Background: an optimization exercise with open tools, aiming at a short achievable clock period and few clock cycles per item. Do not read the settings as production practice.
The RTL was checked by simulation tests, not by an equivalence proof against the original design.

==> design.v <==
package dro_pkg;
   localparam logic [1:0] OP_UPDATE = 2'd0;
   localparam logic [1:0] OP_RESET  = 2'd1;
   localparam logic [1:0] OP_EDGE   = 2'd2;
   localparam int  PADDR_W     = 3;
   localparam int  PDATA_W     = 32;
   localparam int  DPP_W       = 24;
   localparam logic [DPP_W-1:0] DPP_RESET = 24'd65536;
   localparam int ACC_W_POS = 48;
   localparam int CNT_W     = 16;
   localparam int YAW_W     = 16;
   localparam int EDGE_W    = 8;
endpackage
import dro_pkg::*;
module dead_reckoning_odometry (
   input  logic                         clock,
   input  logic                         reset,
   input  logic                         req_valid,
   output logic                         req_ready,
   input  logic [1:0]                   req_op,
   input  logic signed [CNT_W-1:0]      req_left_count,
   input  logic signed [CNT_W-1:0]      req_right_count,
   input  logic signed [YAW_W-1:0]      req_yaw,
   output logic                         rsp_valid,
   input  logic                         rsp_ready,
   output logic signed [ACC_W_POS-1:0]  rsp_pos_x,
   output logic signed [ACC_W_POS-1:0]  rsp_pos_y,
   output logic signed [YAW_W-1:0]      rsp_heading,
   output logic [ACC_W_POS-1:0]         rsp_total_distance,
   output logic [ACC_W_POS-1:0]         rsp_edge_distance,
   output logic [EDGE_W-1:0]            rsp_edge_index,
   input  logic                         psel,
   input  logic                         penable,
   input  logic                         pwrite,
   input  logic [PADDR_W-1:0]           paddr,
   input  logic [PDATA_W-1:0]           pwdata,
   output logic [PDATA_W-1:0]           prdata,
   output logic                         pready
);
   logic reset_ff, ready_ff, sv, en, v30, accv, ld30, acc_ld;
   logic [DPP_W-1:0] dpp_ff;
   logic [PDATA_W-1:0] prd_ff;
   logic signed [31:0] dx30, dy30, dxs, dys;
   logic [30:0] len30, lens;
   logic upd30, clr30, edg30, upds, clrs, edgs;
   logic signed [15:0] yaw30, yaws;
   logic signed [47:0] x_ff, y_ff;
   logic [47:0] tot_ff, edge_ff;
   logic signed [15:0] head_ff;
   logic [7:0] ecnt_ff;
   logic [0:0] v0;
   logic [1:0] op0;
   logic signed [15:0] l0;
   logic signed [15:0] r0;
   logic signed [15:0] yaw0;
   logic [0:0] v1;
   logic [1:0] op1;
   logic signed [15:0] yaw1;
   logic signed [16:0] sum1;
   logic signed [15:0] wf1;
   logic [0:0] flip1;
   logic signed [16:0] yw_wrap;
   logic signed [16:0] yw_fold;
   logic [0:0] yw_flip;
   logic signed [31:0] cx_1;
   logic signed [31:0] cy_1;
   logic signed [29:0] cz_1;
   logic signed [31:0] cz0;
   logic [0:0] v2;
   logic [1:0] op2;
   logic signed [15:0] yaw2;
   logic [0:0] flip2;
   logic [0:0] sneg2;
   logic [16:0] sabs2;
   logic signed [31:0] cx_2;
   logic signed [31:0] cy_2;
   logic signed [28:0] cz_2;
   logic [0:0] v3;
   logic [1:0] op3;
   logic signed [15:0] yaw3;
   logic [0:0] flip3;
   logic [0:0] sneg3;
   logic [16:0] sabs3;
   logic signed [31:0] cx_3;
   logic signed [31:0] cy_3;
   logic signed [27:0] cz_3;
   logic [0:0] v4;
   logic [1:0] op4;
   logic signed [15:0] yaw4;
   logic [0:0] flip4;
   logic [0:0] sneg4;
   logic [16:0] sabs4;
   logic signed [31:0] cx_4;
   logic signed [31:0] cy_4;
   logic signed [26:0] cz_4;
   logic [0:0] v5;
   logic [1:0] op5;
   logic signed [15:0] yaw5;
   logic [0:0] flip5;
   logic [0:0] sneg5;
   logic [16:0] sabs5;
   logic signed [31:0] cx_5;
   logic signed [31:0] cy_5;
   logic signed [25:0] cz_5;
   logic [0:0] v6;
   logic [1:0] op6;
   logic signed [15:0] yaw6;
   logic [0:0] flip6;
   logic [0:0] sneg6;
   logic [16:0] sabs6;
   logic signed [31:0] cx_6;
   logic signed [31:0] cy_6;
   logic signed [24:0] cz_6;
   logic [0:0] v7;
   logic [1:0] op7;
   logic signed [15:0] yaw7;
   logic [0:0] flip7;
   logic [0:0] sneg7;
   logic [16:0] sabs7;
   logic signed [31:0] cx_7;
   logic signed [31:0] cy_7;
   logic signed [23:0] cz_7;
   logic [0:0] v8;
   logic [1:0] op8;
   logic signed [15:0] yaw8;
   logic [0:0] flip8;
   logic [0:0] sneg8;
   logic [16:0] sabs8;
   logic signed [31:0] cx_8;
   logic signed [31:0] cy_8;
   logic signed [22:0] cz_8;
   logic [0:0] v9;
   logic [1:0] op9;
   logic signed [15:0] yaw9;
   logic [0:0] flip9;
   logic [0:0] sneg9;
   logic [16:0] sabs9;
   logic signed [31:0] cx_9;
   logic signed [31:0] cy_9;
   logic signed [21:0] cz_9;
   logic [0:0] v10;
   logic [1:0] op10;
   logic signed [15:0] yaw10;
   logic [0:0] flip10;
   logic [0:0] sneg10;
   logic [16:0] sabs10;
   logic signed [31:0] cx_10;
   logic signed [31:0] cy_10;
   logic signed [20:0] cz_10;
   logic [0:0] v11;
   logic [1:0] op11;
   logic signed [15:0] yaw11;
   logic [0:0] flip11;
   logic [0:0] sneg11;
   logic [16:0] sabs11;
   logic signed [31:0] cx_11;
   logic signed [31:0] cy_11;
   logic signed [19:0] cz_11;
   logic [0:0] v12;
   logic [1:0] op12;
   logic signed [15:0] yaw12;
   logic [0:0] flip12;
   logic [0:0] sneg12;
   logic [16:0] sabs12;
   logic signed [31:0] cx_12;
   logic signed [31:0] cy_12;
   logic signed [18:0] cz_12;
   logic [0:0] v13;
   logic [1:0] op13;
   logic signed [15:0] yaw13;
   logic [0:0] flip13;
   logic [0:0] sneg13;
   logic [16:0] sabs13;
   logic signed [31:0] cx_13;
   logic signed [31:0] cy_13;
   logic signed [17:0] cz_13;
   logic [0:0] v14;
   logic [1:0] op14;
   logic signed [15:0] yaw14;
   logic [0:0] flip14;
   logic [0:0] sneg14;
   logic [16:0] sabs14;
   logic signed [31:0] cx_14;
   logic signed [31:0] cy_14;
   logic signed [16:0] cz_14;
   logic [0:0] v15;
   logic [1:0] op15;
   logic signed [15:0] yaw15;
   logic [0:0] flip15;
   logic [0:0] sneg15;
   logic [16:0] sabs15;
   logic signed [31:0] cx_15;
   logic signed [31:0] cy_15;
   logic signed [15:0] cz_15;
   logic [0:0] v16;
   logic [1:0] op16;
   logic signed [15:0] yaw16;
   logic [0:0] flip16;
   logic [0:0] sneg16;
   logic [16:0] sabs16;
   logic signed [31:0] cx_16;
   logic signed [31:0] cy_16;
   logic signed [14:0] cz_16;
   logic [0:0] v17;
   logic [1:0] op17;
   logic signed [15:0] yaw17;
   logic [0:0] flip17;
   logic [0:0] sneg17;
   logic [16:0] sabs17;
   logic signed [31:0] cx_17;
   logic signed [31:0] cy_17;
   logic signed [13:0] cz_17;
   logic [0:0] v18;
   logic [1:0] op18;
   logic signed [15:0] yaw18;
   logic [0:0] flip18;
   logic [0:0] sneg18;
   logic [16:0] sabs18;
   logic signed [31:0] cx_18;
   logic signed [31:0] cy_18;
   logic signed [12:0] cz_18;
   logic [0:0] v19;
   logic [1:0] op19;
   logic signed [15:0] yaw19;
   logic [0:0] flip19;
   logic [0:0] sneg19;
   logic [16:0] sabs19;
   logic signed [31:0] cx_19;
   logic signed [31:0] cy_19;
   logic signed [11:0] cz_19;
   logic [0:0] v20;
   logic [1:0] op20;
   logic signed [15:0] yaw20;
   logic [0:0] flip20;
   logic [0:0] sneg20;
   logic [16:0] sabs20;
   logic signed [31:0] cx_20;
   logic signed [31:0] cy_20;
   logic signed [10:0] cz_20;
   logic [0:0] v21;
   logic [1:0] op21;
   logic signed [15:0] yaw21;
   logic [0:0] flip21;
   logic [0:0] sneg21;
   logic [16:0] sabs21;
   logic signed [31:0] cx_21;
   logic signed [31:0] cy_21;
   logic signed [9:0] cz_21;
   logic [0:0] v22;
   logic [1:0] op22;
   logic signed [15:0] yaw22;
   logic [0:0] flip22;
   logic [0:0] sneg22;
   logic [16:0] sabs22;
   logic signed [31:0] cx_22;
   logic signed [31:0] cy_22;
   logic signed [8:0] cz_22;
   logic [0:0] v23;
   logic [1:0] op23;
   logic signed [15:0] yaw23;
   logic [0:0] flip23;
   logic [0:0] sneg23;
   logic [16:0] sabs23;
   logic signed [31:0] cx_23;
   logic signed [31:0] cy_23;
   logic signed [7:0] cz_23;
   logic [0:0] v24;
   logic [1:0] op24;
   logic signed [15:0] yaw24;
   logic [0:0] flip24;
   logic [0:0] sneg24;
   logic [16:0] sabs24;
   logic signed [31:0] cx_24;
   logic signed [31:0] cy_24;
   logic [0:0] v25;
   logic [1:0] op25;
   logic signed [15:0] yaw25;
   logic [0:0] flip25;
   logic [0:0] sneg25;
   logic [40:0] tr0;
   logic [40:0] tr1;
   logic [40:0] tr2;
   logic [40:0] tr3;
   logic [40:0] tr4;
   logic [40:0] tr5;
   logic [40:0] tr6;
   logic [40:0] tr7;
   logic [40:0] tr8;
   logic [40:0] tr9;
   logic [40:0] tr10;
   logic [40:0] tr11;
   logic [40:0] tr12;
   logic [40:0] tr13;
   logic [40:0] tr14;
   logic [40:0] tr15;
   logic [40:0] tr16;
   logic [40:0] tm_s1;
   logic [40:0] tm_c1;
   logic [40:0] tm_m1;
   logic [40:0] tm_s2;
   logic [40:0] tm_c2;
   logic [40:0] tm_m2;
   logic [40:0] tm_s3;
   logic [40:0] tm_c3;
   logic [40:0] tm_m3;
   logic [40:0] tm_s4;
   logic [40:0] tm_c4;
   logic [40:0] tm_m4;
   logic [40:0] tm_s5;
   logic [40:0] tm_c5;
   logic [40:0] tm_m5;
   logic [40:0] tm_s6;
   logic [40:0] tm_c6;
   logic [40:0] tm_m6;
   logic [40:0] tm_s7;
   logic [40:0] tm_c7;
   logic [40:0] tm_m7;
   logic [40:0] tm_s8;
   logic [40:0] tm_c8;
   logic [40:0] tm_m8;
   logic [40:0] tm_s9;
   logic [40:0] tm_c9;
   logic [40:0] tm_m9;
   logic [40:0] tm_s10;
   logic [40:0] tm_c10;
   logic [40:0] tm_m10;
   logic [40:0] tm_s11;
   logic [40:0] tm_c11;
   logic [40:0] tm_m11;
   logic [40:0] ta0_25;
   logic [40:0] ta1_25;
   logic [40:0] ta2_25;
   logic [40:0] ta3_25;
   logic [40:0] ta4_25;
   logic [40:0] ta5_25;
   logic [40:0] tn_s12;
   logic [40:0] tn_c12;
   logic [40:0] tn_m12;
   logic [40:0] tn_s13;
   logic [40:0] tn_c13;
   logic [40:0] tn_m13;
   logic [40:0] tn_s14;
   logic [40:0] tn_c14;
   logic [40:0] tn_m14;
   logic [40:0] tn_s15;
   logic [40:0] tn_c15;
   logic [40:0] tn_m15;
   logic [40:0] tb0_26;
   logic [40:0] tb1_26;
   logic [39:0] tabs27;
   logic signed [33:0] cn;
   logic signed [33:0] cr;
   logic signed [16:0] rc26;
   logic signed [17:0] cm;
   logic signed [15:0] tc27;
   logic signed [33:0] sn;
   logic signed [33:0] sr;
   logic signed [16:0] rs26;
   logic signed [17:0] sm;
   logic signed [15:0] ts27;
   logic [0:0] v26;
   logic [1:0] op26;
   logic signed [15:0] yaw26;
   logic [0:0] sneg26;
   logic [0:0] v27;
   logic [1:0] op27;
   logic signed [15:0] yaw27;
   logic [0:0] v28;
   logic [1:0] op28;
   logic signed [15:0] yaw28;
   logic [0:0] v29;
   logic [1:0] op29;
   logic signed [15:0] yaw29;
   logic [56:0] prc0;
   logic [56:0] prc1;
   logic [56:0] prc2;
   logic [56:0] prc3;
   logic [56:0] prc4;
   logic [56:0] prc5;
   logic [56:0] prc6;
   logic [56:0] prc7;
   logic [56:0] prc8;
   logic [56:0] prc9;
   logic [56:0] prc10;
   logic [56:0] prc11;
   logic [56:0] prc12;
   logic [56:0] prc13;
   logic [56:0] prc14;
   logic [56:0] prc15;
   logic [56:0] prc16;
   logic [56:0] mc_s16;
   logic [56:0] mc_c16;
   logic [56:0] mc_m16;
   logic [56:0] mc_s17;
   logic [56:0] mc_c17;
   logic [56:0] mc_m17;
   logic [56:0] mc_s18;
   logic [56:0] mc_c18;
   logic [56:0] mc_m18;
   logic [56:0] mc_s19;
   logic [56:0] mc_c19;
   logic [56:0] mc_m19;
   logic [56:0] mc_s20;
   logic [56:0] mc_c20;
   logic [56:0] mc_m20;
   logic [56:0] mc_s21;
   logic [56:0] mc_c21;
   logic [56:0] mc_m21;
   logic [56:0] mc_s22;
   logic [56:0] mc_c22;
   logic [56:0] mc_m22;
   logic [56:0] mc_s23;
   logic [56:0] mc_c23;
   logic [56:0] mc_m23;
   logic [56:0] mc_s24;
   logic [56:0] mc_c24;
   logic [56:0] mc_m24;
   logic [56:0] mc_s25;
   logic [56:0] mc_c25;
   logic [56:0] mc_m25;
   logic [56:0] mc_s26;
   logic [56:0] mc_c26;
   logic [56:0] mc_m26;
   logic [56:0] mc0_28;
   logic [56:0] mc1_28;
   logic [56:0] mc2_28;
   logic [56:0] mc3_28;
   logic [56:0] mc4_28;
   logic [56:0] mc5_28;
   logic [56:0] nc_s27;
   logic [56:0] nc_c27;
   logic [56:0] nc_m27;
   logic [56:0] nc_s28;
   logic [56:0] nc_c28;
   logic [56:0] nc_m28;
   logic [56:0] nc_s29;
   logic [56:0] nc_c29;
   logic [56:0] nc_m29;
   logic [56:0] nc_s30;
   logic [56:0] nc_c30;
   logic [56:0] nc_m30;
   logic [56:0] mca_29;
   logic [56:0] mcb_29;
   logic [56:0] fc;
   logic [56:0] prs0;
   logic [56:0] prs1;
   logic [56:0] prs2;
   logic [56:0] prs3;
   logic [56:0] prs4;
   logic [56:0] prs5;
   logic [56:0] prs6;
   logic [56:0] prs7;
   logic [56:0] prs8;
   logic [56:0] prs9;
   logic [56:0] prs10;
   logic [56:0] prs11;
   logic [56:0] prs12;
   logic [56:0] prs13;
   logic [56:0] prs14;
   logic [56:0] prs15;
   logic [56:0] prs16;
   logic [56:0] ms_s31;
   logic [56:0] ms_c31;
   logic [56:0] ms_m31;
   logic [56:0] ms_s32;
   logic [56:0] ms_c32;
   logic [56:0] ms_m32;
   logic [56:0] ms_s33;
   logic [56:0] ms_c33;
   logic [56:0] ms_m33;
   logic [56:0] ms_s34;
   logic [56:0] ms_c34;
   logic [56:0] ms_m34;
   logic [56:0] ms_s35;
   logic [56:0] ms_c35;
   logic [56:0] ms_m35;
   logic [56:0] ms_s36;
   logic [56:0] ms_c36;
   logic [56:0] ms_m36;
   logic [56:0] ms_s37;
   logic [56:0] ms_c37;
   logic [56:0] ms_m37;
   logic [56:0] ms_s38;
   logic [56:0] ms_c38;
   logic [56:0] ms_m38;
   logic [56:0] ms_s39;
   logic [56:0] ms_c39;
   logic [56:0] ms_m39;
   logic [56:0] ms_s40;
   logic [56:0] ms_c40;
   logic [56:0] ms_m40;
   logic [56:0] ms_s41;
   logic [56:0] ms_c41;
   logic [56:0] ms_m41;
   logic [56:0] ms0_28;
   logic [56:0] ms1_28;
   logic [56:0] ms2_28;
   logic [56:0] ms3_28;
   logic [56:0] ms4_28;
   logic [56:0] ms5_28;
   logic [56:0] ns_s42;
   logic [56:0] ns_c42;
   logic [56:0] ns_m42;
   logic [56:0] ns_s43;
   logic [56:0] ns_c43;
   logic [56:0] ns_m43;
   logic [56:0] ns_s44;
   logic [56:0] ns_c44;
   logic [56:0] ns_m44;
   logic [56:0] ns_s45;
   logic [56:0] ns_c45;
   logic [56:0] ns_m45;
   logic [56:0] msa_29;
   logic [56:0] msb_29;
   logic [56:0] fs;
   logic [30:0] len28;
   logic [30:0] len29;
   logic [40:0] lsum;
   always_comb begin
      yw_wrap = 17'(yaw0);
      if (yw_wrap >= 17'sd18000) yw_wrap = yw_wrap - 17'sd36000;
      else if (yw_wrap < -17'sd18000) yw_wrap = yw_wrap + 17'sd36000;
      yw_fold = yw_wrap;
      yw_flip = 1'b0;
      if (yw_wrap > 17'sd9000) begin
         yw_fold = yw_wrap - 17'sd18000;
         yw_flip = 1'b1;
      end else if (yw_wrap < -17'sd9000) begin
         yw_fold = yw_wrap + 17'sd18000;
         yw_flip = 1'b1;
      end
   end
   assign cz0 = {wf1, 16'd0};
   assign tr0 = {41{sabs24[0]}} & (41'(dpp_ff) << 0);
   assign tr1 = {41{sabs24[1]}} & (41'(dpp_ff) << 1);
   assign tr2 = {41{sabs24[2]}} & (41'(dpp_ff) << 2);
   assign tr3 = {41{sabs24[3]}} & (41'(dpp_ff) << 3);
   assign tr4 = {41{sabs24[4]}} & (41'(dpp_ff) << 4);
   assign tr5 = {41{sabs24[5]}} & (41'(dpp_ff) << 5);
   assign tr6 = {41{sabs24[6]}} & (41'(dpp_ff) << 6);
   assign tr7 = {41{sabs24[7]}} & (41'(dpp_ff) << 7);
   assign tr8 = {41{sabs24[8]}} & (41'(dpp_ff) << 8);
   assign tr9 = {41{sabs24[9]}} & (41'(dpp_ff) << 9);
   assign tr10 = {41{sabs24[10]}} & (41'(dpp_ff) << 10);
   assign tr11 = {41{sabs24[11]}} & (41'(dpp_ff) << 11);
   assign tr12 = {41{sabs24[12]}} & (41'(dpp_ff) << 12);
   assign tr13 = {41{sabs24[13]}} & (41'(dpp_ff) << 13);
   assign tr14 = {41{sabs24[14]}} & (41'(dpp_ff) << 14);
   assign tr15 = {41{sabs24[15]}} & (41'(dpp_ff) << 15);
   assign tr16 = {41{sabs24[16]}} & (41'(dpp_ff) << 16);
   assign tm_s1 = tr0 ^ tr1 ^ tr2;
   assign tm_m1 = (tr0 & tr1) | (tr0 & tr2) | (tr1 & tr2);
   assign tm_c1 = {tm_m1[39:0], 1'b0};
   assign tm_s2 = tr3 ^ tr4 ^ tr5;
   assign tm_m2 = (tr3 & tr4) | (tr3 & tr5) | (tr4 & tr5);
   assign tm_c2 = {tm_m2[39:0], 1'b0};
   assign tm_s3 = tr6 ^ tr7 ^ tr8;
   assign tm_m3 = (tr6 & tr7) | (tr6 & tr8) | (tr7 & tr8);
   assign tm_c3 = {tm_m3[39:0], 1'b0};
   assign tm_s4 = tr9 ^ tr10 ^ tr11;
   assign tm_m4 = (tr9 & tr10) | (tr9 & tr11) | (tr10 & tr11);
   assign tm_c4 = {tm_m4[39:0], 1'b0};
   assign tm_s5 = tr12 ^ tr13 ^ tr14;
   assign tm_m5 = (tr12 & tr13) | (tr12 & tr14) | (tr13 & tr14);
   assign tm_c5 = {tm_m5[39:0], 1'b0};
   assign tm_s6 = tm_s1 ^ tm_c1 ^ tm_s2;
   assign tm_m6 = (tm_s1 & tm_c1) | (tm_s1 & tm_s2) | (tm_c1 & tm_s2);
   assign tm_c6 = {tm_m6[39:0], 1'b0};
   assign tm_s7 = tm_c2 ^ tm_s3 ^ tm_c3;
   assign tm_m7 = (tm_c2 & tm_s3) | (tm_c2 & tm_c3) | (tm_s3 & tm_c3);
   assign tm_c7 = {tm_m7[39:0], 1'b0};
   assign tm_s8 = tm_s4 ^ tm_c4 ^ tm_s5;
   assign tm_m8 = (tm_s4 & tm_c4) | (tm_s4 & tm_s5) | (tm_c4 & tm_s5);
   assign tm_c8 = {tm_m8[39:0], 1'b0};
   assign tm_s9 = tm_c5 ^ tr15 ^ tr16;
   assign tm_m9 = (tm_c5 & tr15) | (tm_c5 & tr16) | (tr15 & tr16);
   assign tm_c9 = {tm_m9[39:0], 1'b0};
   assign tm_s10 = tm_s6 ^ tm_c6 ^ tm_s7;
   assign tm_m10 = (tm_s6 & tm_c6) | (tm_s6 & tm_s7) | (tm_c6 & tm_s7);
   assign tm_c10 = {tm_m10[39:0], 1'b0};
   assign tm_s11 = tm_c7 ^ tm_s8 ^ tm_c8;
   assign tm_m11 = (tm_c7 & tm_s8) | (tm_c7 & tm_c8) | (tm_s8 & tm_c8);
   assign tm_c11 = {tm_m11[39:0], 1'b0};
   assign tn_s12 = ta0_25 ^ ta1_25 ^ ta2_25;
   assign tn_m12 = (ta0_25 & ta1_25) | (ta0_25 & ta2_25) | (ta1_25 & ta2_25);
   assign tn_c12 = {tn_m12[39:0], 1'b0};
   assign tn_s13 = ta3_25 ^ ta4_25 ^ ta5_25;
   assign tn_m13 = (ta3_25 & ta4_25) | (ta3_25 & ta5_25) | (ta4_25 & ta5_25);
   assign tn_c13 = {tn_m13[39:0], 1'b0};
   assign tn_s14 = tn_s12 ^ tn_c12 ^ tn_s13;
   assign tn_m14 = (tn_s12 & tn_c12) | (tn_s12 & tn_s13) | (tn_c12 & tn_s13);
   assign tn_c14 = {tn_m14[39:0], 1'b0};
   assign tn_s15 = tn_s14 ^ tn_c14 ^ tn_c13;
   assign tn_m15 = (tn_s14 & tn_c14) | (tn_s14 & tn_c13) | (tn_c14 & tn_c13);
   assign tn_c15 = {tn_m15[39:0], 1'b0};
   assign cn = flip25 ? -(34'(cx_24)) : 34'(cx_24);
   assign cr = cn + 34'sd16384;
   assign cm = sneg26 ? -(18'(rc26)) : 18'(rc26);
   assign sn = flip25 ? -(34'(cy_24)) : 34'(cy_24);
   assign sr = sn + 34'sd16384;
   assign sm = sneg26 ? -(18'(rs26)) : 18'(rs26);
   assign prc0 = {57{tc27[0]}} & ((57'(tabs27)) << 0);
   assign prc1 = {57{tc27[1]}} & ((57'(tabs27)) << 1);
   assign prc2 = {57{tc27[2]}} & ((57'(tabs27)) << 2);
   assign prc3 = {57{tc27[3]}} & ((57'(tabs27)) << 3);
   assign prc4 = {57{tc27[4]}} & ((57'(tabs27)) << 4);
   assign prc5 = {57{tc27[5]}} & ((57'(tabs27)) << 5);
   assign prc6 = {57{tc27[6]}} & ((57'(tabs27)) << 6);
   assign prc7 = {57{tc27[7]}} & ((57'(tabs27)) << 7);
   assign prc8 = {57{tc27[8]}} & ((57'(tabs27)) << 8);
   assign prc9 = {57{tc27[9]}} & ((57'(tabs27)) << 9);
   assign prc10 = {57{tc27[10]}} & ((57'(tabs27)) << 10);
   assign prc11 = {57{tc27[11]}} & ((57'(tabs27)) << 11);
   assign prc12 = {57{tc27[12]}} & ((57'(tabs27)) << 12);
   assign prc13 = {57{tc27[13]}} & ((57'(tabs27)) << 13);
   assign prc14 = {57{tc27[14]}} & ((57'(tabs27)) << 14);
   assign prc15 = {57{tc27[15]}} & ((~(57'(tabs27))) << 15);
   assign prc16 = tc27[15] ? 57'd8421375 : 57'd8388608;
   assign mc_s16 = prc0 ^ prc1 ^ prc2;
   assign mc_m16 = (prc0 & prc1) | (prc0 & prc2) | (prc1 & prc2);
   assign mc_c16 = {mc_m16[55:0], 1'b0};
   assign mc_s17 = prc3 ^ prc4 ^ prc5;
   assign mc_m17 = (prc3 & prc4) | (prc3 & prc5) | (prc4 & prc5);
   assign mc_c17 = {mc_m17[55:0], 1'b0};
   assign mc_s18 = prc6 ^ prc7 ^ prc8;
   assign mc_m18 = (prc6 & prc7) | (prc6 & prc8) | (prc7 & prc8);
   assign mc_c18 = {mc_m18[55:0], 1'b0};
   assign mc_s19 = prc9 ^ prc10 ^ prc11;
   assign mc_m19 = (prc9 & prc10) | (prc9 & prc11) | (prc10 & prc11);
   assign mc_c19 = {mc_m19[55:0], 1'b0};
   assign mc_s20 = prc12 ^ prc13 ^ prc14;
   assign mc_m20 = (prc12 & prc13) | (prc12 & prc14) | (prc13 & prc14);
   assign mc_c20 = {mc_m20[55:0], 1'b0};
   assign mc_s21 = mc_s16 ^ mc_c16 ^ mc_s17;
   assign mc_m21 = (mc_s16 & mc_c16) | (mc_s16 & mc_s17) | (mc_c16 & mc_s17);
   assign mc_c21 = {mc_m21[55:0], 1'b0};
   assign mc_s22 = mc_c17 ^ mc_s18 ^ mc_c18;
   assign mc_m22 = (mc_c17 & mc_s18) | (mc_c17 & mc_c18) | (mc_s18 & mc_c18);
   assign mc_c22 = {mc_m22[55:0], 1'b0};
   assign mc_s23 = mc_s19 ^ mc_c19 ^ mc_s20;
   assign mc_m23 = (mc_s19 & mc_c19) | (mc_s19 & mc_s20) | (mc_c19 & mc_s20);
   assign mc_c23 = {mc_m23[55:0], 1'b0};
   assign mc_s24 = mc_c20 ^ prc15 ^ prc16;
   assign mc_m24 = (mc_c20 & prc15) | (mc_c20 & prc16) | (prc15 & prc16);
   assign mc_c24 = {mc_m24[55:0], 1'b0};
   assign mc_s25 = mc_s21 ^ mc_c21 ^ mc_s22;
   assign mc_m25 = (mc_s21 & mc_c21) | (mc_s21 & mc_s22) | (mc_c21 & mc_s22);
   assign mc_c25 = {mc_m25[55:0], 1'b0};
   assign mc_s26 = mc_c22 ^ mc_s23 ^ mc_c23;
   assign mc_m26 = (mc_c22 & mc_s23) | (mc_c22 & mc_c23) | (mc_s23 & mc_c23);
   assign mc_c26 = {mc_m26[55:0], 1'b0};
   assign nc_s27 = mc0_28 ^ mc1_28 ^ mc2_28;
   assign nc_m27 = (mc0_28 & mc1_28) | (mc0_28 & mc2_28) | (mc1_28 & mc2_28);
   assign nc_c27 = {nc_m27[55:0], 1'b0};
   assign nc_s28 = mc3_28 ^ mc4_28 ^ mc5_28;
   assign nc_m28 = (mc3_28 & mc4_28) | (mc3_28 & mc5_28) | (mc4_28 & mc5_28);
   assign nc_c28 = {nc_m28[55:0], 1'b0};
   assign nc_s29 = nc_s27 ^ nc_c27 ^ nc_s28;
   assign nc_m29 = (nc_s27 & nc_c27) | (nc_s27 & nc_s28) | (nc_c27 & nc_s28);
   assign nc_c29 = {nc_m29[55:0], 1'b0};
   assign nc_s30 = nc_s29 ^ nc_c29 ^ nc_c28;
   assign nc_m30 = (nc_s29 & nc_c29) | (nc_s29 & nc_c28) | (nc_c29 & nc_c28);
   assign nc_c30 = {nc_m30[55:0], 1'b0};
   assign fc = mca_29 + mcb_29;
   assign prs0 = {57{ts27[0]}} & ((57'(tabs27)) << 0);
   assign prs1 = {57{ts27[1]}} & ((57'(tabs27)) << 1);
   assign prs2 = {57{ts27[2]}} & ((57'(tabs27)) << 2);
   assign prs3 = {57{ts27[3]}} & ((57'(tabs27)) << 3);
   assign prs4 = {57{ts27[4]}} & ((57'(tabs27)) << 4);
   assign prs5 = {57{ts27[5]}} & ((57'(tabs27)) << 5);
   assign prs6 = {57{ts27[6]}} & ((57'(tabs27)) << 6);
   assign prs7 = {57{ts27[7]}} & ((57'(tabs27)) << 7);
   assign prs8 = {57{ts27[8]}} & ((57'(tabs27)) << 8);
   assign prs9 = {57{ts27[9]}} & ((57'(tabs27)) << 9);
   assign prs10 = {57{ts27[10]}} & ((57'(tabs27)) << 10);
   assign prs11 = {57{ts27[11]}} & ((57'(tabs27)) << 11);
   assign prs12 = {57{ts27[12]}} & ((57'(tabs27)) << 12);
   assign prs13 = {57{ts27[13]}} & ((57'(tabs27)) << 13);
   assign prs14 = {57{ts27[14]}} & ((57'(tabs27)) << 14);
   assign prs15 = {57{ts27[15]}} & ((~(57'(tabs27))) << 15);
   assign prs16 = ts27[15] ? 57'd8421375 : 57'd8388608;
   assign ms_s31 = prs0 ^ prs1 ^ prs2;
   assign ms_m31 = (prs0 & prs1) | (prs0 & prs2) | (prs1 & prs2);
   assign ms_c31 = {ms_m31[55:0], 1'b0};
   assign ms_s32 = prs3 ^ prs4 ^ prs5;
   assign ms_m32 = (prs3 & prs4) | (prs3 & prs5) | (prs4 & prs5);
   assign ms_c32 = {ms_m32[55:0], 1'b0};
   assign ms_s33 = prs6 ^ prs7 ^ prs8;
   assign ms_m33 = (prs6 & prs7) | (prs6 & prs8) | (prs7 & prs8);
   assign ms_c33 = {ms_m33[55:0], 1'b0};
   assign ms_s34 = prs9 ^ prs10 ^ prs11;
   assign ms_m34 = (prs9 & prs10) | (prs9 & prs11) | (prs10 & prs11);
   assign ms_c34 = {ms_m34[55:0], 1'b0};
   assign ms_s35 = prs12 ^ prs13 ^ prs14;
   assign ms_m35 = (prs12 & prs13) | (prs12 & prs14) | (prs13 & prs14);
   assign ms_c35 = {ms_m35[55:0], 1'b0};
   assign ms_s36 = ms_s31 ^ ms_c31 ^ ms_s32;
   assign ms_m36 = (ms_s31 & ms_c31) | (ms_s31 & ms_s32) | (ms_c31 & ms_s32);
   assign ms_c36 = {ms_m36[55:0], 1'b0};
   assign ms_s37 = ms_c32 ^ ms_s33 ^ ms_c33;
   assign ms_m37 = (ms_c32 & ms_s33) | (ms_c32 & ms_c33) | (ms_s33 & ms_c33);
   assign ms_c37 = {ms_m37[55:0], 1'b0};
   assign ms_s38 = ms_s34 ^ ms_c34 ^ ms_s35;
   assign ms_m38 = (ms_s34 & ms_c34) | (ms_s34 & ms_s35) | (ms_c34 & ms_s35);
   assign ms_c38 = {ms_m38[55:0], 1'b0};
   assign ms_s39 = ms_c35 ^ prs15 ^ prs16;
   assign ms_m39 = (ms_c35 & prs15) | (ms_c35 & prs16) | (prs15 & prs16);
   assign ms_c39 = {ms_m39[55:0], 1'b0};
   assign ms_s40 = ms_s36 ^ ms_c36 ^ ms_s37;
   assign ms_m40 = (ms_s36 & ms_c36) | (ms_s36 & ms_s37) | (ms_c36 & ms_s37);
   assign ms_c40 = {ms_m40[55:0], 1'b0};
   assign ms_s41 = ms_c37 ^ ms_s38 ^ ms_c38;
   assign ms_m41 = (ms_c37 & ms_s38) | (ms_c37 & ms_c38) | (ms_s38 & ms_c38);
   assign ms_c41 = {ms_m41[55:0], 1'b0};
   assign ns_s42 = ms0_28 ^ ms1_28 ^ ms2_28;
   assign ns_m42 = (ms0_28 & ms1_28) | (ms0_28 & ms2_28) | (ms1_28 & ms2_28);
   assign ns_c42 = {ns_m42[55:0], 1'b0};
   assign ns_s43 = ms3_28 ^ ms4_28 ^ ms5_28;
   assign ns_m43 = (ms3_28 & ms4_28) | (ms3_28 & ms5_28) | (ms4_28 & ms5_28);
   assign ns_c43 = {ns_m43[55:0], 1'b0};
   assign ns_s44 = ns_s42 ^ ns_c42 ^ ns_s43;
   assign ns_m44 = (ns_s42 & ns_c42) | (ns_s42 & ns_s43) | (ns_c42 & ns_s43);
   assign ns_c44 = {ns_m44[55:0], 1'b0};
   assign ns_s45 = ns_s44 ^ ns_c44 ^ ns_c43;
   assign ns_m45 = (ns_s44 & ns_c44) | (ns_s44 & ns_c43) | (ns_c44 & ns_c43);
   assign ns_c45 = {ns_m45[55:0], 1'b0};
   assign fs = msa_29 + msb_29;
   assign lsum = {1'b0, tabs27} + 41'd256;
   function automatic logic [47:0] sat_add_s(input logic [47:0] a, input logic [31:0] d);
      logic [32:0] lo;
      logic inc, dec, ps, ns;
      logic [15:0] hi;
      lo  = {1'b0, a[31:0]} + {1'b0, d};
      inc = lo[32] & ~d[31];
      dec = ~lo[32] & d[31];
      hi  = inc ? a[47:32] + 16'd1 : dec ? a[47:32] - 16'd1 : a[47:32];
      ps  = inc & (a[47:32] == 16'h7FFF);
      ns  = dec & (a[47:32] == 16'h8000);
      sat_add_s = ps ? 48'h7FFF_FFFF_FFFF : ns ? 48'h8000_0000_0000 : {hi, lo[31:0]};
   endfunction
   function automatic logic [47:0] sat_add_u(input logic [47:0] a, input logic [30:0] d);
      logic [32:0] lo;
      logic [15:0] hi;
      lo = {1'b0, a[31:0]} + {2'b0, d};
      hi = lo[32] ? a[47:32] + 16'd1 : a[47:32];
      sat_add_u = (lo[32] & (a[47:32] == 16'hFFFF)) ? 48'hFFFF_FFFF_FFFF : {hi, lo[31:0]};
   endfunction
   assign en = ~sv;
   assign req_ready = ready_ff;
   assign pready = 1'b1;
   assign prdata = prd_ff;
   assign ld30 = ~v30 | ~accv | rsp_ready;
   assign acc_ld = v30 & (~accv | rsp_ready);
   always_ff @(posedge clock) begin
      reset_ff <= reset;
      prd_ff <= paddr[2] ? 32'd0 : {8'd0, dpp_ff};
      if (reset) begin
         dpp_ff <= DPP_RESET;
      end else if (psel && penable && pwrite && !paddr[2]) begin
         dpp_ff <= pwdata[DPP_W-1:0];
      end
   end
   always_ff @(posedge clock) begin
      if (reset) begin
         v0 <= 1'b0;
         v1 <= 1'b0;
         v2 <= 1'b0;
         v3 <= 1'b0;
         v4 <= 1'b0;
         v5 <= 1'b0;
         v6 <= 1'b0;
         v7 <= 1'b0;
         v8 <= 1'b0;
         v9 <= 1'b0;
         v10 <= 1'b0;
         v11 <= 1'b0;
         v12 <= 1'b0;
         v13 <= 1'b0;
         v14 <= 1'b0;
         v15 <= 1'b0;
         v16 <= 1'b0;
         v17 <= 1'b0;
         v18 <= 1'b0;
         v19 <= 1'b0;
         v20 <= 1'b0;
         v21 <= 1'b0;
         v22 <= 1'b0;
         v23 <= 1'b0;
         v24 <= 1'b0;
         v25 <= 1'b0;
         v26 <= 1'b0;
         v27 <= 1'b0;
         v28 <= 1'b0;
         v29 <= 1'b0;
         v30 <= 1'b0;
         sv <= 1'b0;
         ready_ff <= 1'b1;
         accv <= 1'b0;
      end else begin
         if (en) begin
            v0 <= req_valid;
            v1 <= v0;
            v2 <= v1;
            v3 <= v2;
            v4 <= v3;
            v5 <= v4;
            v6 <= v5;
            v7 <= v6;
            v8 <= v7;
            v9 <= v8;
            v10 <= v9;
            v11 <= v10;
            v12 <= v11;
            v13 <= v12;
            v14 <= v13;
            v15 <= v14;
            v16 <= v15;
            v17 <= v16;
            v18 <= v17;
            v19 <= v18;
            v20 <= v19;
            v21 <= v20;
            v22 <= v21;
            v23 <= v22;
            v24 <= v23;
            v25 <= v24;
            v26 <= v25;
            v27 <= v26;
            v28 <= v27;
            v29 <= v28;
         end
         if (ld30) v30 <= sv | v29;
         sv <= sv ? ~ld30 : (v29 & ~ld30);
         ready_ff <= ~(sv ? ~ld30 : (v29 & ~ld30));
         accv <= v30 | (accv & ~rsp_ready);
      end
   end
   always_ff @(posedge clock) begin
      if (en) begin
         op0 <= req_op;
         l0 <= req_left_count;
         r0 <= req_right_count;
         yaw0 <= req_yaw;
         op1 <= op0;
         yaw1 <= yaw0;
         sum1 <= 17'(l0) + 17'(r0);
         wf1 <= yw_fold[15:0];
         flip1 <= yw_flip;
         cx_1 <= 32'sd652032874;
         cy_1 <= wf1[15] ? -32'sd652032874 : 32'sd652032874;
         cz_1 <= 30'(wf1[15] ? cz0 + 32'sd294912000 : cz0 - 32'sd294912000);
         op2 <= op1;
         yaw2 <= yaw1;
         flip2 <= flip1;
         sneg2 <= sum1[16];
         sabs2 <= sum1[16] ? 17'(-sum1) : 17'(sum1);
         cx_2 <= cz_1[29] ? cx_1 + (cy_1 >>> 1) : cx_1 - (cy_1 >>> 1);
         cy_2 <= cz_1[29] ? cy_1 - (cx_1 >>> 1) : cy_1 + (cx_1 >>> 1);
         cz_2 <= 29'(cz_1[29] ? cz_1 + 30'sd174096719 : cz_1 - 30'sd174096719);
         op3 <= op2;
         yaw3 <= yaw2;
         flip3 <= flip2;
         sneg3 <= sneg2;
         sabs3 <= sabs2;
         cx_3 <= cz_2[28] ? cx_2 + (cy_2 >>> 2) : cx_2 - (cy_2 >>> 2);
         cy_3 <= cz_2[28] ? cy_2 - (cx_2 >>> 2) : cy_2 + (cx_2 >>> 2);
         cz_3 <= 28'(cz_2[28] ? cz_2 + 29'sd91987925 : cz_2 - 29'sd91987925);
         op4 <= op3;
         yaw4 <= yaw3;
         flip4 <= flip3;
         sneg4 <= sneg3;
         sabs4 <= sabs3;
         cx_4 <= cz_3[27] ? cx_3 + (cy_3 >>> 3) : cx_3 - (cy_3 >>> 3);
         cy_4 <= cz_3[27] ? cy_3 - (cx_3 >>> 3) : cy_3 + (cx_3 >>> 3);
         cz_4 <= 27'(cz_3[27] ? cz_3 + 28'sd46694507 : cz_3 - 28'sd46694507);
         op5 <= op4;
         yaw5 <= yaw4;
         flip5 <= flip4;
         sneg5 <= sneg4;
         sabs5 <= sabs4;
         cx_5 <= cz_4[26] ? cx_4 + (cy_4 >>> 4) : cx_4 - (cy_4 >>> 4);
         cy_5 <= cz_4[26] ? cy_4 - (cx_4 >>> 4) : cy_4 + (cx_4 >>> 4);
         cz_5 <= 26'(cz_4[26] ? cz_4 + 27'sd23437865 : cz_4 - 27'sd23437865);
         op6 <= op5;
         yaw6 <= yaw5;
         flip6 <= flip5;
         sneg6 <= sneg5;
         sabs6 <= sabs5;
         cx_6 <= cz_5[25] ? cx_5 + (cy_5 >>> 5) : cx_5 - (cy_5 >>> 5);
         cy_6 <= cz_5[25] ? cy_5 - (cx_5 >>> 5) : cy_5 + (cx_5 >>> 5);
         cz_6 <= 25'(cz_5[25] ? cz_5 + 26'sd11730358 : cz_5 - 26'sd11730358);
         op7 <= op6;
         yaw7 <= yaw6;
         flip7 <= flip6;
         sneg7 <= sneg6;
         sabs7 <= sabs6;
         cx_7 <= cz_6[24] ? cx_6 + (cy_6 >>> 6) : cx_6 - (cy_6 >>> 6);
         cy_7 <= cz_6[24] ? cy_6 - (cx_6 >>> 6) : cy_6 + (cx_6 >>> 6);
         cz_7 <= 24'(cz_6[24] ? cz_6 + 25'sd5866610 : cz_6 - 25'sd5866610);
         op8 <= op7;
         yaw8 <= yaw7;
         flip8 <= flip7;
         sneg8 <= sneg7;
         sabs8 <= sabs7;
         cx_8 <= cz_7[23] ? cx_7 + (cy_7 >>> 7) : cx_7 - (cy_7 >>> 7);
         cy_8 <= cz_7[23] ? cy_7 - (cx_7 >>> 7) : cy_7 + (cx_7 >>> 7);
         cz_8 <= 23'(cz_7[23] ? cz_7 + 24'sd2933484 : cz_7 - 24'sd2933484);
         op9 <= op8;
         yaw9 <= yaw8;
         flip9 <= flip8;
         sneg9 <= sneg8;
         sabs9 <= sabs8;
         cx_9 <= cz_8[22] ? cx_8 + (cy_8 >>> 8) : cx_8 - (cy_8 >>> 8);
         cy_9 <= cz_8[22] ? cy_8 - (cx_8 >>> 8) : cy_8 + (cx_8 >>> 8);
         cz_9 <= 22'(cz_8[22] ? cz_8 + 23'sd1466764 : cz_8 - 23'sd1466764);
         op10 <= op9;
         yaw10 <= yaw9;
         flip10 <= flip9;
         sneg10 <= sneg9;
         sabs10 <= sabs9;
         cx_10 <= cz_9[21] ? cx_9 + (cy_9 >>> 9) : cx_9 - (cy_9 >>> 9);
         cy_10 <= cz_9[21] ? cy_9 - (cx_9 >>> 9) : cy_9 + (cx_9 >>> 9);
         cz_10 <= 21'(cz_9[21] ? cz_9 + 22'sd733385 : cz_9 - 22'sd733385);
         op11 <= op10;
         yaw11 <= yaw10;
         flip11 <= flip10;
         sneg11 <= sneg10;
         sabs11 <= sabs10;
         cx_11 <= cz_10[20] ? cx_10 + (cy_10 >>> 10) : cx_10 - (cy_10 >>> 10);
         cy_11 <= cz_10[20] ? cy_10 - (cx_10 >>> 10) : cy_10 + (cx_10 >>> 10);
         cz_11 <= 20'(cz_10[20] ? cz_10 + 21'sd366693 : cz_10 - 21'sd366693);
         op12 <= op11;
         yaw12 <= yaw11;
         flip12 <= flip11;
         sneg12 <= sneg11;
         sabs12 <= sabs11;
         cx_12 <= cz_11[19] ? cx_11 + (cy_11 >>> 11) : cx_11 - (cy_11 >>> 11);
         cy_12 <= cz_11[19] ? cy_11 - (cx_11 >>> 11) : cy_11 + (cx_11 >>> 11);
         cz_12 <= 19'(cz_11[19] ? cz_11 + 20'sd183347 : cz_11 - 20'sd183347);
         op13 <= op12;
         yaw13 <= yaw12;
         flip13 <= flip12;
         sneg13 <= sneg12;
         sabs13 <= sabs12;
         cx_13 <= cz_12[18] ? cx_12 + (cy_12 >>> 12) : cx_12 - (cy_12 >>> 12);
         cy_13 <= cz_12[18] ? cy_12 - (cx_12 >>> 12) : cy_12 + (cx_12 >>> 12);
         cz_13 <= 18'(cz_12[18] ? cz_12 + 19'sd91673 : cz_12 - 19'sd91673);
         op14 <= op13;
         yaw14 <= yaw13;
         flip14 <= flip13;
         sneg14 <= sneg13;
         sabs14 <= sabs13;
         cx_14 <= cz_13[17] ? cx_13 + (cy_13 >>> 13) : cx_13 - (cy_13 >>> 13);
         cy_14 <= cz_13[17] ? cy_13 - (cx_13 >>> 13) : cy_13 + (cx_13 >>> 13);
         cz_14 <= 17'(cz_13[17] ? cz_13 + 18'sd45837 : cz_13 - 18'sd45837);
         op15 <= op14;
         yaw15 <= yaw14;
         flip15 <= flip14;
         sneg15 <= sneg14;
         sabs15 <= sabs14;
         cx_15 <= cz_14[16] ? cx_14 + (cy_14 >>> 14) : cx_14 - (cy_14 >>> 14);
         cy_15 <= cz_14[16] ? cy_14 - (cx_14 >>> 14) : cy_14 + (cx_14 >>> 14);
         cz_15 <= 16'(cz_14[16] ? cz_14 + 17'sd22918 : cz_14 - 17'sd22918);
         op16 <= op15;
         yaw16 <= yaw15;
         flip16 <= flip15;
         sneg16 <= sneg15;
         sabs16 <= sabs15;
         cx_16 <= cz_15[15] ? cx_15 + (cy_15 >>> 15) : cx_15 - (cy_15 >>> 15);
         cy_16 <= cz_15[15] ? cy_15 - (cx_15 >>> 15) : cy_15 + (cx_15 >>> 15);
         cz_16 <= 15'(cz_15[15] ? cz_15 + 16'sd11459 : cz_15 - 16'sd11459);
         op17 <= op16;
         yaw17 <= yaw16;
         flip17 <= flip16;
         sneg17 <= sneg16;
         sabs17 <= sabs16;
         cx_17 <= cz_16[14] ? cx_16 + (cy_16 >>> 16) : cx_16 - (cy_16 >>> 16);
         cy_17 <= cz_16[14] ? cy_16 - (cx_16 >>> 16) : cy_16 + (cx_16 >>> 16);
         cz_17 <= 14'(cz_16[14] ? cz_16 + 15'sd5730 : cz_16 - 15'sd5730);
         op18 <= op17;
         yaw18 <= yaw17;
         flip18 <= flip17;
         sneg18 <= sneg17;
         sabs18 <= sabs17;
         cx_18 <= cz_17[13] ? cx_17 + (cy_17 >>> 17) : cx_17 - (cy_17 >>> 17);
         cy_18 <= cz_17[13] ? cy_17 - (cx_17 >>> 17) : cy_17 + (cx_17 >>> 17);
         cz_18 <= 13'(cz_17[13] ? cz_17 + 14'sd2865 : cz_17 - 14'sd2865);
         op19 <= op18;
         yaw19 <= yaw18;
         flip19 <= flip18;
         sneg19 <= sneg18;
         sabs19 <= sabs18;
         cx_19 <= cz_18[12] ? cx_18 + (cy_18 >>> 18) : cx_18 - (cy_18 >>> 18);
         cy_19 <= cz_18[12] ? cy_18 - (cx_18 >>> 18) : cy_18 + (cx_18 >>> 18);
         cz_19 <= 12'(cz_18[12] ? cz_18 + 13'sd1432 : cz_18 - 13'sd1432);
         op20 <= op19;
         yaw20 <= yaw19;
         flip20 <= flip19;
         sneg20 <= sneg19;
         sabs20 <= sabs19;
         cx_20 <= cz_19[11] ? cx_19 + (cy_19 >>> 19) : cx_19 - (cy_19 >>> 19);
         cy_20 <= cz_19[11] ? cy_19 - (cx_19 >>> 19) : cy_19 + (cx_19 >>> 19);
         cz_20 <= 11'(cz_19[11] ? cz_19 + 12'sd716 : cz_19 - 12'sd716);
         op21 <= op20;
         yaw21 <= yaw20;
         flip21 <= flip20;
         sneg21 <= sneg20;
         sabs21 <= sabs20;
         cx_21 <= cz_20[10] ? cx_20 + (cy_20 >>> 20) : cx_20 - (cy_20 >>> 20);
         cy_21 <= cz_20[10] ? cy_20 - (cx_20 >>> 20) : cy_20 + (cx_20 >>> 20);
         cz_21 <= 10'(cz_20[10] ? cz_20 + 11'sd358 : cz_20 - 11'sd358);
         op22 <= op21;
         yaw22 <= yaw21;
         flip22 <= flip21;
         sneg22 <= sneg21;
         sabs22 <= sabs21;
         cx_22 <= cz_21[9] ? cx_21 + (cy_21 >>> 21) : cx_21 - (cy_21 >>> 21);
         cy_22 <= cz_21[9] ? cy_21 - (cx_21 >>> 21) : cy_21 + (cx_21 >>> 21);
         cz_22 <= 9'(cz_21[9] ? cz_21 + 10'sd179 : cz_21 - 10'sd179);
         op23 <= op22;
         yaw23 <= yaw22;
         flip23 <= flip22;
         sneg23 <= sneg22;
         sabs23 <= sabs22;
         cx_23 <= cz_22[8] ? cx_22 + (cy_22 >>> 22) : cx_22 - (cy_22 >>> 22);
         cy_23 <= cz_22[8] ? cy_22 - (cx_22 >>> 22) : cy_22 + (cx_22 >>> 22);
         cz_23 <= 8'(cz_22[8] ? cz_22 + 9'sd90 : cz_22 - 9'sd90);
         op24 <= op23;
         yaw24 <= yaw23;
         flip24 <= flip23;
         sneg24 <= sneg23;
         sabs24 <= sabs23;
         cx_24 <= cz_23[7] ? cx_23 + (cy_23 >>> 23) : cx_23 - (cy_23 >>> 23);
         cy_24 <= cz_23[7] ? cy_23 - (cx_23 >>> 23) : cy_23 + (cx_23 >>> 23);
         op25 <= op24;
         yaw25 <= yaw24;
         flip25 <= flip24;
         sneg25 <= sneg24;
         ta0_25 <= tm_s10;
         ta1_25 <= tm_c10;
         ta2_25 <= tm_s11;
         ta3_25 <= tm_c11;
         ta4_25 <= tm_s9;
         ta5_25 <= tm_c9;
         tb0_26 <= tn_s15;
         tb1_26 <= tn_c15;
         tabs27 <= 40'(tb0_26 + tb1_26);
         rc26 <= cr[31:15];
         tc27 <= (cm > 18'sd32767) ? 16'sd32767 : (cm < -18'sd32767) ? -16'sd32767 : cm[15:0];
         rs26 <= sr[31:15];
         ts27 <= (sm > 18'sd32767) ? 16'sd32767 : (sm < -18'sd32767) ? -16'sd32767 : sm[15:0];
         op26 <= op25;
         yaw26 <= yaw25;
         sneg26 <= sneg25;
         op27 <= op26;
         yaw27 <= yaw26;
         op28 <= op27;
         yaw28 <= yaw27;
         op29 <= op28;
         yaw29 <= yaw28;
         mc0_28 <= mc_s25;
         mc1_28 <= mc_c25;
         mc2_28 <= mc_s26;
         mc3_28 <= mc_c26;
         mc4_28 <= mc_s24;
         mc5_28 <= mc_c24;
         mca_29 <= nc_s30;
         mcb_29 <= nc_c30;
         ms0_28 <= ms_s40;
         ms1_28 <= ms_c40;
         ms2_28 <= ms_s41;
         ms3_28 <= ms_c41;
         ms4_28 <= ms_s39;
         ms5_28 <= ms_c39;
         msa_29 <= ns_s45;
         msb_29 <= ns_c45;
         len28 <= lsum[39:9];
         len29 <= len28;
      end
   end
   always_ff @(posedge clock) begin
      if (en) begin
         dxs <= fc[55:24];
         dys <= fs[55:24];
         lens <= len29;
         upds <= (op29 == OP_UPDATE);
         clrs <= (op29 == OP_RESET);
         edgs <= (op29 == OP_EDGE);
         yaws <= yaw29;
      end
      if (ld30) begin
         dx30 <= sv ? dxs : fc[55:24];
         dy30 <= sv ? dys : fs[55:24];
         len30 <= sv ? lens : len29;
         upd30 <= sv ? upds : (op29 == OP_UPDATE);
         clr30 <= sv ? clrs : (op29 == OP_RESET);
         edg30 <= sv ? edgs : (op29 == OP_EDGE);
         yaw30 <= sv ? yaws : yaw29;
      end
   end
   always_ff @(posedge clock) begin
      if (reset_ff) begin
         x_ff <= '0;
         y_ff <= '0;
         tot_ff <= '0;
         edge_ff <= '0;
         ecnt_ff <= '0;
         head_ff <= '0;
      end else if (acc_ld) begin
         if (upd30) begin
            x_ff <= sat_add_s(x_ff, dx30);
            y_ff <= sat_add_s(y_ff, dy30);
            tot_ff <= sat_add_u(tot_ff, len30);
            edge_ff <= sat_add_u(edge_ff, len30);
            head_ff <= yaw30;
         end else if (clr30) begin
            x_ff <= '0;
            y_ff <= '0;
            tot_ff <= '0;
            edge_ff <= '0;
            ecnt_ff <= '0;
            head_ff <= yaw30;
         end else if (edg30) begin
            edge_ff <= '0;
            ecnt_ff <= ecnt_ff + 8'd1;
         end
      end
   end
   assign rsp_valid          = accv;
   assign rsp_pos_x          = x_ff;
   assign rsp_pos_y          = y_ff;
   assign rsp_heading        = head_ff;
   assign rsp_total_distance = tot_ff;
   assign rsp_edge_distance  = edge_ff;
   assign rsp_edge_index     = ecnt_ff;
endmodule
==> run.sh <==
#!/bin/bash
# synth_recipe.tcl (not shown) runs the flow's synth.tcl, then flattens the netlist and writes it again
# the make line also repeats each setting of config.mk as NAME=value (left out here)
make -C /OpenROAD-flow-scripts/flow DESIGN_CONFIG=/design/flow/config.mk WORK_HOME=/design/flow/orfs CLKGATE_MAP_FILE= SYNTH_SCRIPT=/design/flow/synth_recipe.tcl finish
==> config.mk <==
export PLATFORM = sky130hd
export DESIGN_NAME = dead_reckoning_odometry
export DESIGN_NICKNAME = dead_reckoning_odometry
export VERILOG_FILES = /design/flow/design.v
export SDC_FILE = /design/flow/constraint.sdc
export NUM_CORES = 4
export LEC_CHECK = 0
export CAP_MARGIN = 20
export CORE_MARGIN = 2
export CORE_UTILIZATION = 40
export SLEW_MARGIN = 20
==> constraint.sdc <==
create_clock -name core_clock -period 11.0 [get_ports {clock}]
set_input_delay 2.2000 -clock core_clock [delete_from_list [all_inputs] [get_ports {clock}]]
set_output_delay 2.2000 -clock core_clock [all_outputs]
set_load 0.01 [all_outputs]
==> run notes <==
[layer usage]
metal	share of wire, %	track usage, %	vias to the layer above
li1	-	-	97437
met1	46	25.1	98811
met2	47	30.6	4563
met3	5.0	2.28	1048
met4	2.3	4.16	2
met5	0.00099	0	-
[logic make-up after synthesis]
kind of cell,Yosys count,share of synthesized area [%]
AND/OR/NAND/NOR,7133,11.9
XOR/XNOR,2597,7.55
other,2,0.00249
AO/OA/AOI/OAI,5983,12.4
adder cells (fa/ha/maj),3903,19.9
multiplexers,217,0.768
buffers and inverters,2814,3.53
flip-flops,4543,43.9
[synth_stat cells, types with 101 or more instances]
| cell type | number | area, sq um |
|---|---|---|
| nand2b_1 | 290 | 1810 |
| clkbuf_1 | 636 | 2390 |
| mux2i_1 | 101 | 1010 |
| nand4_1 | 104 | 651 |
| o21a_1 | 313 | 2350 |
| fa_1 | 1495 | 29900 |
| xor2_1 | 873 | 7650 |
| xnor2_1 | 1722 | 15100 |
| nor2_1 | 1715 | 6440 |
| and2_1 | 1378 | 8620 |
| nor2b_1 | 358 | 2240 |
| edfxtp_1 | 4130 | 124000 |
| a31oi_1 | 185 | 1160 |
| inv_1 | 2083 | 7820 |
| o31ai_1 | 124 | 931 |
| mux2_2 | 116 | 1310 |
| nor3_1 | 566 | 2830 |
| nor4_1 | 150 | 938 |
| a21o_1 | 736 | 5530 |
| or3_1 | 125 | 782 |
| o21ai_0 | 1158 | 5800 |
| dfxtp_1 | 413 | 8270 |
| a211oi_1 | 156 | 1170 |
| nand2_1 | 1506 | 5650 |
| a21boi_0 | 110 | 826 |
| a21oi_1 | 2151 | 10800 |
| o21bai_1 | 243 | 1820 |
| nand3_1 | 376 | 1880 |
| and3_1 | 191 | 1190 |
| ha_1 | 2406 | 30100 |
[critical path: stages (launching register included)]
cell,delay (ps)
dfxtp_1,360
ha_1,180
inv_1,60
fa_1,390
nor2b_1,160
o31ai_1,110
a211oi_1,290
o31ai_1,150
a2111o_1,460
a21oi_1,230
o211ai_1,140
a41oi_1,500
o21ai_1,110
buf_4,230
ha_1,290
a21o_1,180
a21o_1,190
a21o_1,180
a21o_1,190
a21oi_1,230
o221ai_1,210
o41ai_1,620
o21ai_0,300
or4_1,440
o21ai_0,130
mux2i_1,220
o32ai_1,100
[per-stage QoR]
| step | utilization, % | area [sq um] |
|---|---|---|
| finish | 44.6 | 335000 |
| global route | 44.6 | 335000 |
| CTS | 44.6 | 334000 |
| detailed placement | 42.1 | 316000 |
| global placement | 42.1 | 316000 |
| floorplan | - | 302000 |
[layout make-up]
type                            count  area, sq um  area share [%]
Inverter                         2089         7850            2.34
Timing Repair Buffer              534         5070            1.52
Clock inverter                    329         3720            1.11
Tap cell                         9920        12400            3.71
Sequential cell                  4543       132000            39.5
Clock buffer                      650        14500            4.32
Multi-Input combinational cell  19843       159000            47.4
Antenna cell                        6         15.0         0.00449
[worst max path at each step]
| stage | end | slack, ps | depth (start not counted) |
|---|---|---|---|
| finish | x_ff[47] | 4200 | 26 |
| global route | x_ff[47] | 3540 | 26 |
| CTS | x_ff[47] | 4190 | 26 |
| detailed placement | x_ff[47] | 4230 | 26 |
| global placement | x_ff[47] | 4190 | 26 |
| floorplan | cx_10[0] | -50490 | 2 |
[state kept, by name, summed over array words and instances (netlist names), 48 cells and up]
signal   flops
mca_29      54
mcb_29      54
msa_29      54
msb_29      54
edge_ff     48
mc0_28      48
ms0_28      48
tot_ff      48
x_ff        48
y_ff        48
==> metrics.md <==
| Metric | Value |
|---|---|
| Status | `no timing/DRC/antenna violations` |
| Clk buf depth | `4` |
| Final setup vio count | `0` |
| Post-CTS sizing | `0` |
| Post-DP HPWL | `516 mm` |
| Global-route wire length before repair | `1120 mm` |
| Max-slew violation count | `0` |
| Crit path capture type | `register` |
| CTS root buf | `clkbuf_16` |
| Worst-Margin Slew | `between 1000 and 1500 ps` |
| Reg2Reg Capture Point | `x_ff[47]` |
| Min cycle time layout | `6800 ps` |
| Max-cap violations | `0` |
| Min-delay src | `op26[1]` |
| DIE WIDTH | `872 um` |
| CP Max Fanout | `19` |
| Fraction of registers with async set/reset | `0%` |
| # Post-CTS Setup Buffers | `0` |
| Startpoint Class | `register` |
| Num rows | `about 320` |
| Die Y-Extent | `~870 um` |
| Worst hold path class | `register to register` |
| Initial antenna violation count | `16` |
| Final hold violation count | `0` |
| Fin nets | `about 32k` |
| Fmax | `approximately 150 MHz` |
| Layout cell share with drive strength beyond 1 | `4.92%` |
| DRC | `0` |
| Post-route clock period utilization | `about three fifths` |
| Dpl ws | `4230 ps` |
| Number of hold buffers added after CTS | `0` |
| Post-route setup TNS | `0 ps` |
| Vias in the first global route | `201k` |
| Die ar. | `about 760000 sq um` |
| Post-synth EDFFs | `4130` |
| RSZ-0062 raised after global routing | `no` |
| Hold slack | `around 390 ps` |
| Post-Route WL | `~700 mm` |
| Final non-filler cell total | `approximately 38k` |
| CP arrival | `approximately 7800 ps` |
| Starting Density | `40.2%` |
| Fillers | `roughly 69k` |
| Sequential share of the synthesized area | `43.9%` |
| Core Footprint | `roughly 750000 sq um` |
| Worst R2R Path Depth | `26` |
| Crit path from | `x_ff[0]` |
| H-tree Lvls | `6` |
| I/O pin total | `343` |
| Remaining Overflow, GRT | `0` |
| Syn. warnings | `1` |
| Leading cell types in the layout, fill and taps excluded | `edfxtp_1 (4130), ha_1 (2406), a21oi_1 (2151)` |
| Reg2reg setup slack | `between 4000 and 5000 ps` |
| # port buffers | `323` |
| CTS tree | `yes` |
| Slew HR | `20.8%` |
| Initial drt markers | `around 14k` |
| WS Path Type | `register to register` |
| CTS sink count | `4543` |
| Clk latency of the worst-skew pair | `1100 ps` |
| Cells after Synth | `~27k` |
| DP Cell Count | `36.9k` |
| DR vias | `202k` |
| Total CTS buffers | `544` |
| Clk_skew | `between 80 and 90 ps` |
| Most common cell after layout, fill and taps aside | `edfxtp_1` |
| Tot GR Track Use | `around 18%` |
| Area grow syn2layout | `11.0%` |
| Netlist cell types | `120` |
| Clock transition at path regs | `approximately 60 ps` |
| Prevailing post-synth register cell | `edfxtp_1` |
| Antenna Violating Nets Remaining | `0` |
| Post-Syn Area per Cell | `11.1 sq um` |
| Register bit count reported by yosys | `4543` |
| Hold path depth | `0` |
| Hold endpoint | `op27[1]` |
| Data required, critical path | `11950 ps` |
| Largest net degree at the start of global routing | `187` |
| DR vias/cell | `5.32` |
| Launching point of the worst reg2reg path | `x_ff[0]` |
| Drt first pass iters | `6` |
| WL per Instance | `18.7 um` |
| Mapped Area | `302000 sq um` |
| RD Place Congestion | `0.870` |
| Fin worst setup slack | `4200 ps` |
Testbench counts, summed over its fixed seeds: cycles 2,656, items 2,400.

[static timing again, ports no longer ideal]
In the flow no input, the clock included, has a driving cell. The finished layout below was timed again as built, in two steps.
Step 1 sets driving cells, clkbuf_16 on the clock port and buf_2 on the other inputs (assumed; they add their load-dependent delay and slew).
Step 2 also shifts input and output timing later by t, the mid clock arrival at the registers, as if the neighbouring blocks saw the same clock.
Three values: ideal ports, drivers, drivers and shift; two values: the first two.
shift t [ns]: 1.202
setup WS [ns]: 4.198 / 4.198 / 4.198
worst setup path at the end: register to register
After both steps setup and hold are still met in this run. For this run, drivers alone change the setup slack by 0.000 ns; drivers and shift together by 0.000 ns.
